What follows belongs to an exercise in optimizing a design on an open flow for small area, a short achievable clock period and few clock cycles; a production flow would make more cautious choices.
For this run, only the layout was checked, not whether the RTL still works.

`flow/config.mk`:
```
export PLATFORM = sky130hd
export DESIGN_NAME = rc_frame_drive_command
export DESIGN_NICKNAME = rc_frame_drive_command
export VERILOG_FILES = /design/flow/design.v
export SDC_FILE = /design/flow/constraint.sdc
export NUM_CORES = 4
export LEC_CHECK = 0
export CAP_MARGIN = 20
export CORE_MARGIN = 2
export CORE_UTILIZATION = 40
export SLEW_MARGIN = 20
```
`flow/constraint.sdc`:
```
create_clock -name core_clock -period 13.0 [get_ports {clk}]
set_input_delay 2.6000 -clock core_clock [delete_from_list [all_inputs] [get_ports {clk}]]
set_output_delay 2.6000 -clock core_clock [all_outputs]
set_load 0.01 [all_outputs]
```
`flow/design.v`:
```
module rc_frame_drive_command (
    input  logic        clk,
    input  logic        rst_n,
    input  logic        rx_valid,
    output logic        rx_ready,
    input  logic [7:0]  rx_byte,
    input  logic        rx_buffer_end,
    input  logic        rx_quick_stop_enabled,
    output logic        cmd_valid,
    input  logic        cmd_ready,
    output logic        cmd_frame_valid,
    output logic signed [9:0] cmd_linear_velocity,
    output logic signed [9:0] cmd_angular_velocity,
    output logic        cmd_manual_mode,
    output logic        cmd_startup_set,
    output logic [2:0]  cmd_startup_value,
    output logic [1:0]  cmd_stop_code,
    input  logic        cfg_we,
    input  logic [7:0]  cfg_wdata
);
    localparam int FRAME_BYTES = 25;
    localparam int POS_W       = $clog2(FRAME_BYTES + 1);
    localparam int CH_W        = 11;
    localparam logic [7:0] HDR_BYTE = 8'h0f;
    localparam logic [7:0] FTR_BYTE = 8'h00;
    localparam int CH_CENTER  = 1000;
    localparam int SCALE_NUM  = 100;
    localparam int STEER_OFS  = 6246;
    localparam int DIV_SHIFT  = 27;
    localparam logic [17:0] DIV_RECIP = 18'd193398;
    localparam int SW_HI_MIN  = 1694;
    localparam int SW_LO_MAX  = 306;
    localparam logic [7:0] DEADBAND_RST = 8'd10;
    typedef enum logic [1:0] {
        SW_MID  = 2'b00,
        SW_UP   = 2'b01,
        SW_DOWN = 2'b11
    } sw_pos_t;
    localparam logic [2:0] STARTUP_NONE    = 3'd0;
    localparam logic [2:0] STARTUP_ENABLE  = 3'd1;
    localparam logic [2:0] STARTUP_STOP    = 3'd5;
    localparam logic [2:0] STARTUP_DISABLE = 3'd6;
    localparam logic [1:0] STOP_NONE = 2'd0;
    localparam logic [1:0] STOP_LOW  = 2'd1;
    localparam logic [1:0] STOP_HIGH = 2'd2;
    localparam logic [1:0] STOP_MID  = 2'd3;
    logic [7:0]             thr_reg;
    logic                   s1_vld_reg, s1_vld_next;
    logic [7:0]             s1_byte_reg;
    logic                   s1_end_reg;
    logic                   s1_qs_reg;
    logic [POS_W-1:0]       pos_reg, pos_next;
    logic [7:0]             store_reg [FRAME_BYTES];
    logic                   s2_vld_reg, s2_vld_next;
    logic                   s2_qs_reg;
    logic                   s2_fv_reg;
    logic signed [8:0]      s2_thr_reg;
    logic signed [8:0]      s2_str_reg;
    sw_pos_t                s2_sw4_reg, s2_sw9_reg, s2_sw11_reg;
    logic signed [8:0]      ch_thr_reg, ch_thr_next;
    logic signed [8:0]      ch_str_reg, ch_str_next;
    sw_pos_t                sw4_reg, sw4_next;
    sw_pos_t                sw9_reg, sw9_next;
    sw_pos_t                sw11_reg, sw11_next;
    sw_pos_t                prev_en_reg, prev_en_next;
    logic signed [9:0]      held_lin_reg, held_lin_next;
    logic signed [9:0]      held_ang_reg, held_ang_next;
    logic                   o_vld_reg, o_vld_next;
    logic                   o_fv_reg;
    logic                   o_manual_reg, o_manual_next;
    logic                   o_sset_reg, o_sset_next;
    logic [2:0]             o_sval_reg, o_sval_next;
    logic [1:0]             o_stop_reg, o_stop_next;
    logic                   out_free, s2_go, s2_ready, s1_go, s1_ready, rx_fire;
    logic                   pos_full;
    logic [POS_W-1:0]       pos_inc;
    logic [7:0]             byte_last;
    logic                   frame_ok;
    logic [CH_W-1:0]        raw_thr, raw_str, raw_sw4, raw_sw9, raw_sw11;
    logic signed [8:0]      thr_scaled, str_scaled;
    function automatic logic [7:0] div694(input logic [16:0] m);
        logic [34:0] p;
        p = 35'(m) * 35'(DIV_RECIP);
        div694 = p[DIV_SHIFT+7:DIV_SHIFT];
    endfunction
    function automatic logic signed [8:0] scale_stick(input logic [CH_W-1:0] raw,
                                                      input logic signed [17:0] ofs);
        logic signed [17:0] n;
        logic [16:0]        m;
        logic [7:0]         q;
        n = ($signed(18'(CH_CENTER)) - $signed({7'b0, raw})) * $signed(18'(SCALE_NUM))
            - ofs;
        m = n[17] ? 17'(-n) : 17'(n);
        q = div694(m);
        scale_stick = n[17] ? -$signed({1'b0, q}) : $signed({1'b0, q});
    endfunction
    function automatic sw_pos_t sw_decode(input logic [CH_W-1:0] raw, input logic invert);
        sw_pos_t hi, lo;
        hi = invert ? SW_DOWN : SW_UP;
        lo = invert ? SW_UP : SW_DOWN;
        if (raw >= CH_W'(SW_HI_MIN))
            sw_decode = hi;
        else if (raw <= CH_W'(SW_LO_MAX))
            sw_decode = lo;
        else
            sw_decode = SW_MID;
    endfunction
    function automatic logic [7:0] mag9(input logic signed [8:0] v);
        mag9 = v[8] ? 8'(-v) : 8'(v);
    endfunction
    always_comb
    begin
        out_free = !o_vld_reg || cmd_ready;
        s2_go    = s2_vld_reg && out_free;
        s2_ready = !s2_vld_reg || out_free;
        s1_go    = s1_vld_reg && (!s1_end_reg || s2_ready);
        s1_ready = !s1_vld_reg || s1_go;
        rx_fire  = rx_valid && s1_ready;
    end
    assign rx_ready = s1_ready;
    always_comb
    begin
        pos_full  = (pos_reg == POS_W'(FRAME_BYTES));
        pos_inc   = pos_full ? pos_reg : pos_reg + POS_W'(1);
        byte_last = (pos_reg == POS_W'(FRAME_BYTES - 1)) ? s1_byte_reg
                                                         : store_reg[FRAME_BYTES-1];
        frame_ok  = (pos_inc == POS_W'(FRAME_BYTES)) && (store_reg[0] == HDR_BYTE)
                    && (byte_last == FTR_BYTE);
        raw_thr   = {store_reg[3][5:0],  store_reg[2][7:3]};
        raw_str   = {store_reg[6][3:0],  store_reg[5][7:1]};
        raw_sw4   = {store_reg[7][6:0],  store_reg[6][7:4]};
        raw_sw9   = {store_reg[14][5:0], store_reg[13][7:3]};
        raw_sw11  = {store_reg[17][3:0], store_reg[16][7:1]};
        thr_scaled = scale_stick(raw_thr, 18'sd0);
        str_scaled = scale_stick(raw_str, $signed(18'(STEER_OFS)));
        if (s1_go && s1_end_reg)
            pos_next = '0;
        else if (s1_go)
            pos_next = pos_inc;
        else
            pos_next = pos_reg;
        if (rx_fire)
            s1_vld_next = 1'b1;
        else if (s1_go)
            s1_vld_next = 1'b0;
        else
            s1_vld_next = s1_vld_reg;
        if (s1_go && s1_end_reg)
            s2_vld_next = 1'b1;
        else if (s2_go)
            s2_vld_next = 1'b0;
        else
            s2_vld_next = s2_vld_reg;
    end
    always_comb
    begin
        logic signed [9:0] lin;
        logic signed [9:0] ang;
        logic              manual;
        ch_thr_next  = s2_fv_reg ? s2_thr_reg : ch_thr_reg;
        ch_str_next  = s2_fv_reg ? s2_str_reg : ch_str_reg;
        sw4_next     = s2_fv_reg ? s2_sw4_reg : sw4_reg;
        sw9_next     = s2_fv_reg ? s2_sw9_reg : sw9_reg;
        sw11_next    = s2_fv_reg ? s2_sw11_reg : sw11_reg;
        prev_en_next = s2_fv_reg ? sw11_reg : prev_en_reg;
        lin    = $signed({ch_thr_next[8], ch_thr_next}) + $signed({ch_thr_next, 1'b0});
        ang    = $signed({ch_str_next, 1'b0});
        manual = (sw9_next == SW_UP);
        held_lin_next = held_lin_reg;
        held_ang_next = held_ang_reg;
        if (manual)
        begin
            held_lin_next = (mag9(ch_thr_next) >= thr_reg) ? lin : '0;
            held_ang_next = (mag9(ch_str_next) >= thr_reg) ? ang : '0;
        end
        o_manual_next = manual;
        o_sset_next = 1'b0;
        o_sval_next = STARTUP_NONE;
        if (sw11_next == SW_MID)
        begin
            o_sset_next = 1'b1;
            o_sval_next = STARTUP_STOP;
        end
        else if (sw11_next == SW_UP && prev_en_next != SW_UP)
        begin
            o_sset_next = 1'b1;
            o_sval_next = STARTUP_ENABLE;
        end
        else if (sw11_next == SW_DOWN)
        begin
            o_sset_next = 1'b1;
            o_sval_next = STARTUP_DISABLE;
        end
        o_stop_next = STOP_NONE;
        if (s2_qs_reg)
        begin
            case (sw4_next)
                SW_DOWN: o_stop_next = STOP_LOW;
                SW_UP:   o_stop_next = STOP_HIGH;
                SW_MID:  o_stop_next = STOP_MID;
                default: o_stop_next = STOP_NONE;
            endcase
        end
        if (s2_go)
            o_vld_next = 1'b1;
        else if (cmd_ready)
            o_vld_next = 1'b0;
        else
            o_vld_next = o_vld_reg;
    end
    always_ff @(posedge clk or negedge rst_n)
    begin
        if (!rst_n)
        begin
            thr_reg      <= DEADBAND_RST;
            s1_vld_reg   <= 1'b0;
            s2_vld_reg   <= 1'b0;
            o_vld_reg    <= 1'b0;
            pos_reg      <= '0;
            ch_thr_reg   <= '0;
            ch_str_reg   <= '0;
            sw4_reg      <= SW_MID;
            sw9_reg      <= SW_MID;
            sw11_reg     <= SW_MID;
            prev_en_reg  <= SW_MID;
            held_lin_reg <= '0;
            held_ang_reg <= '0;
        end
        else
        begin
            if (cfg_we)
                thr_reg <= cfg_wdata;
            s1_vld_reg <= s1_vld_next;
            s2_vld_reg <= s2_vld_next;
            o_vld_reg  <= o_vld_next;
            pos_reg    <= pos_next;
            if (s2_go)
            begin
                ch_thr_reg   <= ch_thr_next;
                ch_str_reg   <= ch_str_next;
                sw4_reg      <= sw4_next;
                sw9_reg      <= sw9_next;
                sw11_reg     <= sw11_next;
                prev_en_reg  <= prev_en_next;
                held_lin_reg <= held_lin_next;
                held_ang_reg <= held_ang_next;
            end
        end
    end
    always_ff @(posedge clk)
    begin
        if (rx_fire)
        begin
            s1_byte_reg <= rx_byte;
            s1_end_reg  <= rx_buffer_end;
            s1_qs_reg   <= rx_quick_stop_enabled;
        end
        if (s1_go && !pos_full)
            store_reg[pos_reg] <= s1_byte_reg;
        if (s1_go && s1_end_reg)
        begin
            s2_qs_reg   <= s1_qs_reg;
            s2_fv_reg   <= frame_ok;
            s2_thr_reg  <= thr_scaled;
            s2_str_reg  <= str_scaled;
            s2_sw4_reg  <= sw_decode(raw_sw4, 1'b0);
            s2_sw9_reg  <= sw_decode(raw_sw9, 1'b1);
            s2_sw11_reg <= sw_decode(raw_sw11, 1'b1);
        end
        if (s2_go)
        begin
            o_fv_reg     <= s2_fv_reg;
            o_manual_reg <= o_manual_next;
            o_sset_reg   <= o_sset_next;
            o_sval_reg   <= o_sval_next;
            o_stop_reg   <= o_stop_next;
        end
    end
    assign cmd_valid            = o_vld_reg;
    assign cmd_frame_valid      = o_fv_reg;
    assign cmd_linear_velocity  = held_lin_reg;
    assign cmd_angular_velocity = held_ang_reg;
    assign cmd_manual_mode      = o_manual_reg;
    assign cmd_startup_set      = o_sset_reg;
    assign cmd_startup_value    = o_sval_reg;
    assign cmd_stop_code        = o_stop_reg;
endmodule
```
`flow/run.sh`:
```
#!/bin/bash
# synth_recipe.tcl (not shown) runs the flow's synth.tcl, then flattens the netlist and writes it again
# the make line also repeats each setting of config.mk as NAME=value (left out here)
make -C /OpenROAD-flow-scripts/flow DESIGN_CONFIG=/design/flow/config.mk WORK_HOME=/design/flow/orfs CLKGATE_MAP_FILE= SYNTH_SCRIPT=/design/flow/synth_recipe.tcl finish
```
==> run summary <==
Synth Cell Area 21900 µm²; total vias in the final route 14.5k; area occupied by multi-input gates 15300 µm²; # IOs 53; R2R Path Start store_reg[5][2]; Seq/Total Area, Yosys 22.8%; vias in the first global route 15.7k; worst slew pin tran 1.00 ns; H-Tree Depth 4; Synth Instances 2113; clock slew at reported path FFs 0.07 ns; clk root buf clkbuf_16; Die Ht 238 µm; MaxCap Viol Count 0; nature of the critical path endpoint flip-flop; origin of the worst min-delay path ch_thr_reg[2]; Placed Instances 2867; Worst Skew 0.0125 ns; final antenna-violating net count 0; non-filler cells, final 2900; total grt overflow 0; final-report hold violation count 0; wire per inst 16.4 µm; vias per cell 5.01; Max stage delay cell, worst path fa_1; pin count of the biggest net entering global routing 62; clock sinks 176; Critical path origin store_reg[5][2]; Final Max Slew Viols 0; Setup TNS 0 ns; max reg flops 71; Reg2Reg Setup Slack 0.69 ns; gr usage total 17.8%; Worst EP required 13.19 ns; hold_buf cts 0; Die Wd 238 µm; Filler Cells Inserted 4950; Async S/R FF share, synth 34.7%; Hold Path Class reg2reg; global-route wire length before repair 80300 µm; initial antenna violation count 0; Setup CP Type reg2reg; CTS tree done; ratio of final minimum period to clock period 94.7%; register area 4980 µm²; clock buffer depth 2; Cell Rows 85; crit path launch type flip-flop; routability cong. 0.971; worst path arrival time 12.50 ns; number of I/O port buffers 51; DRC errors left 0; net count after synthesis 2744; synth warn 1; fmax 0.0813 GHz; nets 2821; initial DRC count 736; worst skew pair latency 0.45 ns; core footprint 53900 µm²; r2r endpoint s2_str_reg[5]; die area 56600 µm²; Setup Viol. Count Final 0; post-synthesis register bit count 176; most numerous cell on the critical path ha_1; Post-synth EDFFs 115; share of cells above drive strength 1 5.58%; Post-DP HPWL 40500 µm; CTS Buf Count 17; Crit path largest cell delay 0.55 ns; CP Max Fanout 9; post-synth cell types 86; drt total wl 47500 µm; status no timing/DRC/antenna violations; Mapped Avg Cell Area 10.4 µm²; CP endpoint s2_str_reg[5]; minimum clock period 12.31 ns; relative slew slack 32.8%; First-pass DRT Iterations 4; Post-synth top flop edfxtp_1; initial core utilization 40.6%; Area Overhead vs Synth 10.0%; R2R depth 45
==> logic make-up (layout without fill, tap and decap cells) <==
| group | count (synthesis) | in the layout | synth area share, % |
|---|---|---|---|
| AOI/OAI and AO/OA | 302 | 302 | 9.53 |
| xor gates and xnor gates | 172 | 172 | 7.04 |
| adders and majority gates | 608 | 608 | 43.0 |
| buffers and inverters | 453 | 543 | 7.83 |
| DFF | 176 | 176 | 22.8 |
| muxes | 34 | 34 | 1.62 |
| other | 1 | 2 | 0.0171 |
| and+or+nand+nor | 367 | 367 | 8.20 |
==> cells in the final DEF, fill, tap and decap left out, types with 13 or more instances in the layout <==
cell and instances:
inv_1 424, clkdlybuf4s50_1 50, o21ai_0 69, o21a_1 13
o31ai_1 24, buf_4 35, clkbuf_16 17, xnor2_1 105
xor2_1 57, nor3_1 17, nor4_1 15, a21o_1 33
nand3_1 25, nor2_1 74, nand2b_1 22, or2_2 14
ha_1 368, a21oi_1 62, mux2i_1 23, a31oi_1 13
dfrtp_1 59, edfxtp_1 115, and2_1 16, fa_1 240
nor2b_1 15, nand2_1 119
==> worst min-delay path by stage <==
stage / endpoint / cells past startpoint
CTS: ch_thr_reg[7] / 2
floorplan: s2_qs_reg / 0
detailed placement: ch_thr_reg[7] / 2
global route: ch_str_reg[7] / 2
finish: ch_thr_reg[2] / 2
global placement: ch_thr_reg[7] / 2
==> cell type report <==
cell class	instances	area share, %
Timing Repair Buffer	86	3.19
Antenna cell	1	0.0104
Inverter	425	6.63
Sequential cell	176	20.7
Clock inverter	14	0.681
Clock buffer	18	1.82
Tap cell	696	3.62
Multi-Input combinational cell	1484	63.4
==> metal layers <==
| metal | GRT usage [%] | part of all wire, % | vias to the layer above | wire (µm) |
|---|---|---|---|---|
| met2 | 30.6 | 48 | 196 | 22900 |
| li1 | - | - | 7181 | - |
| met4 | 4.42 | 1.8 | 0 | 850 |
| met3 | 2.31 | 3.2 | 45 | 1540 |
| met1 | 23.9 | 47 | 7096 | 22200 |
| met5 | 0 | 0 | - | 0 |
==> worst max-delay path: cells and delay by family (launching register included) <==
kind | cells | cell delay, ns
adders and majority gates | 12 | 4.57
AOI/OAI and AO/OA | 10 | 2.66
and+or+nand+nor | 13 | 2.55
xor gates and xnor gates | 4 | 1.00
buffers and inverters | 5 | 0.58
DFF | 1 | 0.43
muxes | 1 | 0.27
==> synthesized netlist by cell type (4+ instances only) <==
cell      number  area share (%)
o31a_1         5            0.20
a21boi_0       4            0.14
mux2i_1       23             1.1
buf_1          5           0.086
o211ai_1       8            0.27
o21ai_0       69             1.6
ha_1         368              21
nor2b_1       15            0.43
and2_1        16            0.46
o31ai_1       24            0.82
nor2_1        75             1.3
nand4_1       11            0.31
nand3_1       25            0.57
mux2_2        11            0.57
a21o_1        33             1.1
a21oi_1       62             1.4
clkbuf_1      18            0.31
xor2_1        57             2.3
nand2b_1      22            0.63
dfrtp_1       59             6.7
a211o_1       10            0.40
a211oi_1       9            0.31
or3_1          6            0.17
fa_1         240              22
a31oi_1       13            0.37
nand2_1      121             2.1
inv_1        424             7.3
nor3_1        17            0.39
xnor2_1      112             4.5
and3_1        12            0.34
o21bai_1      10            0.34
or2_2         14            0.40
edfxtp_1     115              16
nor4_1        16            0.46
o21a_1        13            0.45
==> what timing repair did <==
| action | in CTS | in global routing |
|---|---|---|
| setup endpoints to repair | 0 | 9 |
| buffers inserted | 0 | 0 |
| gates resized for setup | 0 | 10 |
==> per-stage QoR <==
stage | worst slack, ns | hold slack (ns) | instance area, µm² | utilization [%]
5_1_grt | -0.00899 | 0.510 | 24100 | 44.6
4_1_cts | 0.461 | 0.485 | 24000 | 44.5
2_1_floorplan | 1.09 | 0.400 | 21900 | -
6_report | 0.695 | 0.481 | 24100 | 44.7
3_5_place_dp | 0.455 | 0.465 | 23400 | 43.4
3_3_place_gp | 0.730 | 0.458 | 23400 | 43.4

==> static timing again, ports no longer ideal <==
How much do the figures lean on ideal ports? The routed layout below was timed once more, with nothing changed but the port constraints.
Step 1: set_driving_cell puts a clkbuf_16 on clk and a buf_2 on each other input, an assumption about the parent block.
Step 2 moves the port delays by t, midway between the first and last clock arrival at a register: inputs arrive t later, outputs are due t later. That takes back most of the time a late clock gives input paths.
a / b / c = ideal ports / drivers / drivers and shift; a / b = the first two.
t (ns): 0.495
setup WS [ns]: 0.695 / 0.695 / 0.695
worst setup path after step 2: register to register
slew at the worst register clock pin (ns): 0.08 / 0.08
pins driven straight from the clock port: 1
After both steps this run still meets setup and hold. The setup slack of this run moves by 0.000 ns with the drivers and by 0.000 ns with both steps.
